This design comes from an exercise in tuning for a short achievable clock period and few clock cycles on the open sky130 flow, not from production work.
The RTL was checked by simulation tests, not by an equivalence proof against the original design.
Power figures rest on the tool's default switching activity, not on a simulated workload.

==> flow/design.v <==
`timescale 1ns/1ps
package scalar_pkg;
    localparam int data_width    = 32;
    localparam int addr_width    = 12;
    localparam int reg_count     = 16;
    localparam int reg_idx_width = 4;
    localparam logic [data_width-1:0] halt_marker    = 32'hFFFF_FFFF;
    localparam logic [data_width-1:0] barrier_marker = 32'hAAAA_AAAA;
    typedef enum logic [3:0] {
        op_nop      = 4'd0,
        op_load_imm = 4'd1,
        op_jump     = 4'd2,
        op_branch   = 4'd3,
        op_alu      = 4'd4,
        op_load_pc  = 4'd5,
        op_halt     = 4'd6,
        op_sync     = 4'd7
    } op_t;
    typedef enum logic [2:0] {
        alu_add = 3'd0,
        alu_sub = 3'd1,
        alu_and = 3'd2,
        alu_or  = 3'd3,
        alu_xor = 3'd4,
        alu_cmp = 3'd7
    } alu_op_t;
    typedef enum logic [3:0] {
        cond_none   = 4'd0,
        cond_eq     = 4'd1,
        cond_ne     = 4'd2,
        cond_lt     = 4'd3,
        cond_ge     = 4'd4,
        cond_cs     = 4'd5,
        cond_cc     = 4'd6,
        cond_vs     = 4'd7,
        cond_vc     = 4'd8,
        cond_always = 4'd15
    } cond_t;
    typedef enum logic [1:0] {
        stage_fetch     = 2'd0,
        stage_decode    = 2'd1,
        stage_execute   = 2'd2,
        stage_writeback = 2'd3
    } stage_t;
    typedef struct packed {
        logic zero;
        logic negative;
        logic carry;
        logic overflow;
    } flags_t;
    typedef struct packed {
        logic [3:0]               op;
        logic [reg_idx_width-1:0] src;
        logic [reg_idx_width-1:0] dest;
        logic [2:0]               alu_op;
        logic [3:0]               cond;
        logic [3:0]               sync_sel;
        logic [addr_width-1:0]    addr;
        logic [data_width-1:0]    imm;    
        logic                     take_branch;
    } decoded_t;
endpackage
`timescale 1ns/1ps
module scalar_core (
    input  logic        clock,
    input  logic        reset,
    input  logic        enable,
    input  logic [31:0] instruction,
    output logic [31:0] data_out,
    output logic        data_valid,
    output logic [11:0] prog_mem_addr,
    output logic        prog_mem_read
);
    localparam logic [31:0] HALT_MARKER    = 32'hFFFF_FFFF;
    localparam logic [31:0] BARRIER_MARKER = 32'hAAAA_AAAA;
    logic        running;
    logic [31:0] regs [16];
    logic        zf, nf, cf, vf;
    logic        e_wr;           
    logic        e_ldi;
    logic        e_flg;          
    logic        e_arith;        
    logic        e_sub;          
    logic        e_and, e_or;
    logic [3:0]  e_dest;
    logic [15:0] e_imm;
    logic [31:0] e_sb;           
    logic [31:0] e_d;            
    logic        e_osrc, e_obar, e_ohalt;
    logic        e_chk;          
    logic        e_jr;           
    logic [3:0]  e_cond;
    logic [11:0] e_alt;          
    logic adv;
    assign adv           = enable & running;
    assign prog_mem_read = enable & running;
    function automatic logic cond_eval(input logic [3:0] c, input logic z, input logic n,
                                       input logic cy, input logic v);
        case (c)
            4'd1:    cond_eval = z;
            4'd2:    cond_eval = !z;
            4'd3:    cond_eval = n;
            4'd4:    cond_eval = !n;
            4'd5:    cond_eval = cy;
            4'd6:    cond_eval = !cy;
            4'd7:    cond_eval = v;
            4'd8:    cond_eval = !v;
            4'd15:   cond_eval = 1'b1;
            default: cond_eval = 1'b0;
        endcase
    endfunction
    logic [31:0] x, lres, alu_res, res, sum;
    logic [31:0] pg_g [6];       
    logic [31:0] pg_p [6];
    logic [32:0] cy;             
    logic        n_z, n_n, n_c, n_v;
    logic        b_z, b_n, b_c, b_v;    
    logic        l_n;                   
    logic        e_out;
    logic        mis;
    always_comb begin
        x = e_d ^ e_sb;
        pg_g[0]    = e_d;
        pg_p[0]    = x;
        pg_g[0][0] = x[0] ? e_sub : e_d[0];
        pg_p[0][0] = 1'b0;
        for (int l = 0; l < 5; l++) begin
            for (int i = 0; i < 32; i++) begin
                if (i >= (1 << l)) begin
                    pg_g[l+1][i] = pg_p[l][i] ? pg_g[l][i - (1 << l)] : pg_g[l][i];
                    pg_p[l+1][i] = pg_p[l][i] & pg_p[l][i - (1 << l)];
                end else begin
                    pg_g[l+1][i] = pg_g[l][i];
                    pg_p[l+1][i] = pg_p[l][i];
                end
            end
        end
        cy  = {pg_g[5], e_sub};
        sum = x ^ cy[31:0];
        lres    = e_and ? (e_d & e_sb) : e_or ? (e_d | e_sb) : x;
        alu_res = e_arith ? sum : lres;
        res     = e_ldi ? {{16{e_imm[15]}}, e_imm} : alu_res;
        if (e_arith)    n_z = ~|(x ^ {e_d[30:0] | e_sb[30:0], e_sub});
        else if (e_and) n_z = ~|(e_d & e_sb);
        else if (e_or)  n_z = ~|(e_d | e_sb);
        else            n_z = ~|x;
        n_n = alu_res[31];
        n_c = e_arith & cy[32];
        n_v = e_arith & (cy[32] ^ cy[31]);
    end
    assign l_n   = e_and ? (e_d[31] & e_sb[31]) : e_or ? (e_d[31] | e_sb[31]) : x[31];
    assign b_z   = e_flg ? n_z : zf;
    assign b_n   = e_flg ? l_n : nf;
    assign b_c   = e_flg ? 1'b0 : cf;
    assign b_v   = e_flg ? 1'b0 : vf;
    assign mis   = e_jr | (e_chk & cond_eval(e_cond, zf, nf, cf, vf));
    assign e_out = e_osrc | e_obar | e_ohalt;
    logic [3:0]  f_op, f_src, f_dest, f_sel, f_cond;
    logic [2:0]  f_a;
    logic [11:0] f_addr, pa_inc, pa_next;
    logic [31:0] rs, rd, s_fwd, d_fwd;
    logic        f_ldi, f_jmp, f_br, f_alu, f_ldpc, f_halt, f_sync;
    logic        f_alu_wr, f_alu_flg, f_sub;
    logic        hz_s, hz_d;
    logic        br_chk, br_take;
    logic        ldpc_fast, f_go;
    logic        f_bar, f_sout;
    logic        f_oreq, f_ook, f_out;
    always_comb begin
        f_op   = instruction[31:28];
        f_src  = instruction[27:24];
        f_dest = instruction[23:20];
        f_sel  = instruction[19:16];
        f_a    = instruction[18:16];
        f_cond = instruction[15:12];
        f_addr = instruction[11:0];
        f_ldi  = (f_op == 4'd1);
        f_jmp  = (f_op == 4'd2);
        f_br   = (f_op == 4'd3);
        f_alu  = (f_op == 4'd4);
        f_ldpc = (f_op == 4'd5);
        f_halt = (f_op == 4'd6);
        f_sync = (f_op == 4'd7);
        f_bar  = f_sync & (f_sel == 4'd0);
        f_sout = f_sync & (f_sel == 4'd1);
        f_alu_wr  = f_alu & (f_a <= 3'd4);
        f_alu_flg = f_alu & ((f_a <= 3'd4) | (f_a == 3'd7));
        f_sub     = f_alu & ((f_a == 3'd1) | (f_a == 3'd7));
        rs = regs[f_src];
        rd = regs[f_dest];
        hz_s = e_wr & (e_dest == f_src);
        hz_d = e_wr & (e_dest == f_dest);
        s_fwd = hz_s ? res : rs;
        d_fwd = hz_d ? res : rd;
        pa_inc = prog_mem_addr + 12'd1;
        br_chk  = f_br & (f_cond >= 4'd3) & (f_cond <= 4'd8) & e_flg & e_arith;
        br_take = !br_chk & cond_eval(f_cond, b_z, b_n, b_c, b_v);
        ldpc_fast = hz_s & e_ldi;
        f_go = !mis;
        f_oreq = f_halt | f_bar | f_sout;
        f_ook  = !e_out & !(f_sout & hz_s);
        f_out  = f_oreq & f_ook & !mis;
        if (mis)                               pa_next = e_jr ? e_sb[11:0] : e_alt;
        else if (f_jmp | (f_br & br_take))     pa_next = f_addr;
        else if (f_ldpc & ldpc_fast)           pa_next = e_imm[11:0];
        else                                   pa_next = pa_inc;
    end
    always_ff @(posedge clock or posedge reset) begin
        if (reset) begin
            for (int i = 0; i < 16; i++) regs[i] <= '0;
        end else if (adv & e_wr) begin
            regs[e_dest] <= res;
        end
    end
    always_ff @(posedge clock or posedge reset) begin
        if (reset) begin
            {zf, nf, cf, vf} <= 4'd0;
        end else if (adv & e_flg) begin
            {zf, nf, cf, vf} <= {n_z, n_n, n_c, n_v};
        end
    end
    always_ff @(posedge clock or posedge reset) begin
        if (reset) begin
            prog_mem_addr <= '0;
            running       <= 1'b1;
            data_valid    <= 1'b0;
            data_out      <= '0;
            e_wr    <= 1'b0;
            e_ldi   <= 1'b0;
            e_flg   <= 1'b0;
            e_arith <= 1'b0;
            e_sub   <= 1'b0;
            e_and   <= 1'b0;
            e_or    <= 1'b0;
            e_dest  <= '0;
            e_imm   <= '0;
            e_sb    <= '0;
            e_d     <= '0;
            e_osrc  <= 1'b0;
            e_obar  <= 1'b0;
            e_ohalt <= 1'b0;
            e_chk   <= 1'b0;
            e_jr    <= 1'b0;
            e_cond  <= '0;
            e_alt   <= '0;
        end else begin
            data_valid <= adv & (e_out | f_out);
            if (adv) begin
                prog_mem_addr <= pa_next;
                if (e_ohalt | (f_out & f_halt)) running <= 1'b0;
                if (e_out) begin
                    data_out <= e_obar ? BARRIER_MARKER : e_ohalt ? HALT_MARKER : e_sb;
                end else begin
                    data_out <= f_halt ? HALT_MARKER : f_bar ? BARRIER_MARKER : rs;
                end
                e_wr    <= f_go & (f_ldi | f_alu_wr);
                e_ldi   <= f_go & f_ldi;
                e_flg   <= f_go & f_alu_flg;
                e_arith <= (f_a == 3'd0) | (f_a == 3'd1) | (f_a == 3'd7);
                e_sub   <= f_sub;
                e_and   <= (f_a == 3'd2);
                e_or    <= (f_a == 3'd3);
                e_dest  <= f_dest;
                e_imm   <= instruction[15:0];
                e_sb    <= s_fwd ^ {32{f_sub}};
                e_d     <= d_fwd;
                e_osrc  <= f_go & f_sout & !f_ook;
                e_obar  <= f_go & f_bar & !f_ook;
                e_ohalt <= f_go & f_halt & !f_ook;
                e_chk   <= f_go & br_chk;
                e_jr    <= f_go & f_ldpc & !ldpc_fast;
                e_cond  <= f_cond;
                e_alt   <= f_addr;
            end
        end
    end
endmodule
Settings: LEC_CHECK=0, CAP_MARGIN=40, CORE_MARGIN=2, CORE_UTILIZATION=30, SETUP_SLACK_MARGIN=3.8, SLEW_MARGIN=40, TNS_END_PERCENT=100; clock period 7.0 ns.
run.sh (not shown) runs the stock make flow with config.mk's settings and CLKGATE_MAP_FILE= SYNTH_SCRIPT=/design/flow/synth_recipe.tcl, a recipe that flattens the netlist after the stock synthesis.
The baseline produced a clean layout.
Testbench counts at the start, summed over its fixed seeds: cycles 76,572.
==> next run, changes <==
--- a/flow/design.v
+++ b/flow/design.v
@@ -86,11 +86,12 @@
     logic [15:0] e_imm;
     logic [31:0] e_sb;           
     logic [31:0] e_d;            
     logic        e_osrc, e_obar, e_ohalt;
-    logic        e_chk;          
+    logic [8:3]  e_chk;          
     logic        e_jr;           
-    logic [3:0]  e_cond;
+    logic        e_pred;         
+    logic [8:3]  hist;           
     logic [11:0] e_alt;          
     logic adv;
     assign adv           = enable & running;
     assign prog_mem_read = enable & running;
@@ -152,18 +153,22 @@
     assign b_z   = e_flg ? n_z : zf;
     assign b_n   = e_flg ? l_n : nf;
     assign b_c   = e_flg ? 1'b0 : cf;
     assign b_v   = e_flg ? 1'b0 : vf;
-    assign mis   = e_jr | (e_chk & cond_eval(e_cond, zf, nf, cf, vf));
+    logic [8:3]  c_val;          
+    logic        e_taken;
+    assign c_val   = {!vf, vf, !cf, cf, !nf, nf};
+    assign e_taken = |(e_chk & c_val);
+    assign mis     = e_jr | ((|e_chk) & (e_taken != e_pred));
     assign e_out = e_osrc | e_obar | e_ohalt;
     logic [3:0]  f_op, f_src, f_dest, f_sel, f_cond;
     logic [2:0]  f_a;
     logic [11:0] f_addr, pa_inc, pa_next;
     logic [31:0] rs, rd, s_fwd, d_fwd;
     logic        f_ldi, f_jmp, f_br, f_alu, f_ldpc, f_halt, f_sync;
     logic        f_alu_wr, f_alu_flg, f_sub;
     logic        hz_s, hz_d;
-    logic        br_chk, br_take;
+    logic        br_chk, br_take, f_pred;
     logic        ldpc_fast, f_go;
     logic        f_bar, f_sout;
     logic        f_oreq, f_ook, f_out;
     always_comb begin
@@ -193,9 +198,17 @@
         s_fwd = hz_s ? res : rs;
         d_fwd = hz_d ? res : rd;
         pa_inc = prog_mem_addr + 12'd1;
         br_chk  = f_br & (f_cond >= 4'd3) & (f_cond <= 4'd8) & e_flg & e_arith;
-        br_take = !br_chk & cond_eval(f_cond, b_z, b_n, b_c, b_v);
+        case (f_cond)
+            4'd3:    f_pred = hist[3];
+            4'd4:    f_pred = hist[4];
+            4'd5:    f_pred = hist[5];
+            4'd6:    f_pred = hist[6];
+            4'd7:    f_pred = hist[7];
+            default: f_pred = hist[8];
+        endcase
+        br_take = br_chk ? f_pred : cond_eval(f_cond, b_z, b_n, b_c, b_v);
         ldpc_fast = hz_s & e_ldi;
         f_go = !mis;
         f_oreq = f_halt | f_bar | f_sout;
         f_ook  = !e_out & !(f_sout & hz_s);
@@ -238,11 +251,12 @@
             e_d     <= '0;
             e_osrc  <= 1'b0;
             e_obar  <= 1'b0;
             e_ohalt <= 1'b0;
-            e_chk   <= 1'b0;
+            e_chk   <= '0;
             e_jr    <= 1'b0;
-            e_cond  <= '0;
+            e_pred  <= 1'b0;
+            hist    <= '0;
             e_alt   <= '0;
         end else begin
             data_valid <= adv & (e_out | f_out);
             if (adv) begin
@@ -266,12 +280,13 @@
                 e_d     <= d_fwd;
                 e_osrc  <= f_go & f_sout & !f_ook;
                 e_obar  <= f_go & f_bar & !f_ook;
                 e_ohalt <= f_go & f_halt & !f_ook;
-                e_chk   <= f_go & br_chk;
+                for (int c = 3; c <= 8; c++) e_chk[c] <= f_go & br_chk & (f_cond == c);
                 e_jr    <= f_go & f_ldpc & !ldpc_fast;
-                e_cond  <= f_cond;
-                e_alt   <= f_addr;
+                e_pred  <= br_take;
+                e_alt   <= br_take ? pa_inc : f_addr;
+                for (int c = 3; c <= 8; c++) if (e_chk[c]) hist[c] <= c_val[c];
             end
         end
     end
 endmodule
What happened: Sequential share of layout area went up by 0.65 points. Sequential power went up by about 4%. Worst hold slack hardly moves. Worst setup slack gets worse by 0.022 ns. Non-clock buffer count went up by 6. Fmax went down by 0.67%. Final area went up by 1.7%.
Testbench counts after the change, summed over its fixed seeds: cycles 76,439.

-- static timing again, ports no longer ideal --
The results above use ideal ports. As a check the final layouts listed here were re-extracted and re-timed, cells and wires unchanged.
Step 1, drivers: a clkbuf_16 drives clock and a buf_2 each remaining input, both assumed.
Step 2 moves the port delays by t, midway between the first and last clock arrival at a register: inputs arrive t later, outputs are due t later. That takes back most of the time a late clock gives input paths.
Three values: no drivers, after step 1, after step 2; two values: the first two.
run | t, ns | slack for setup (ns) | worst hold slack (ns) | worst setup path after step 2 | worst data-port slew with drivers (ns)
the first run | 0.740 | 3.712 / 3.649 / 2.909 | 0.474 / 0.474 / 0.474 | input to register | 0.25
the second run | 0.722 | 3.690 / 3.690 / 2.981 | 0.474 / 0.474 / 0.474 | input to register | 0.21
After both steps every run listed still meets setup and hold. For the first run, which loses most, drivers alone change the setup slack by -0.063 ns; drivers and shift together by -0.803 ns.
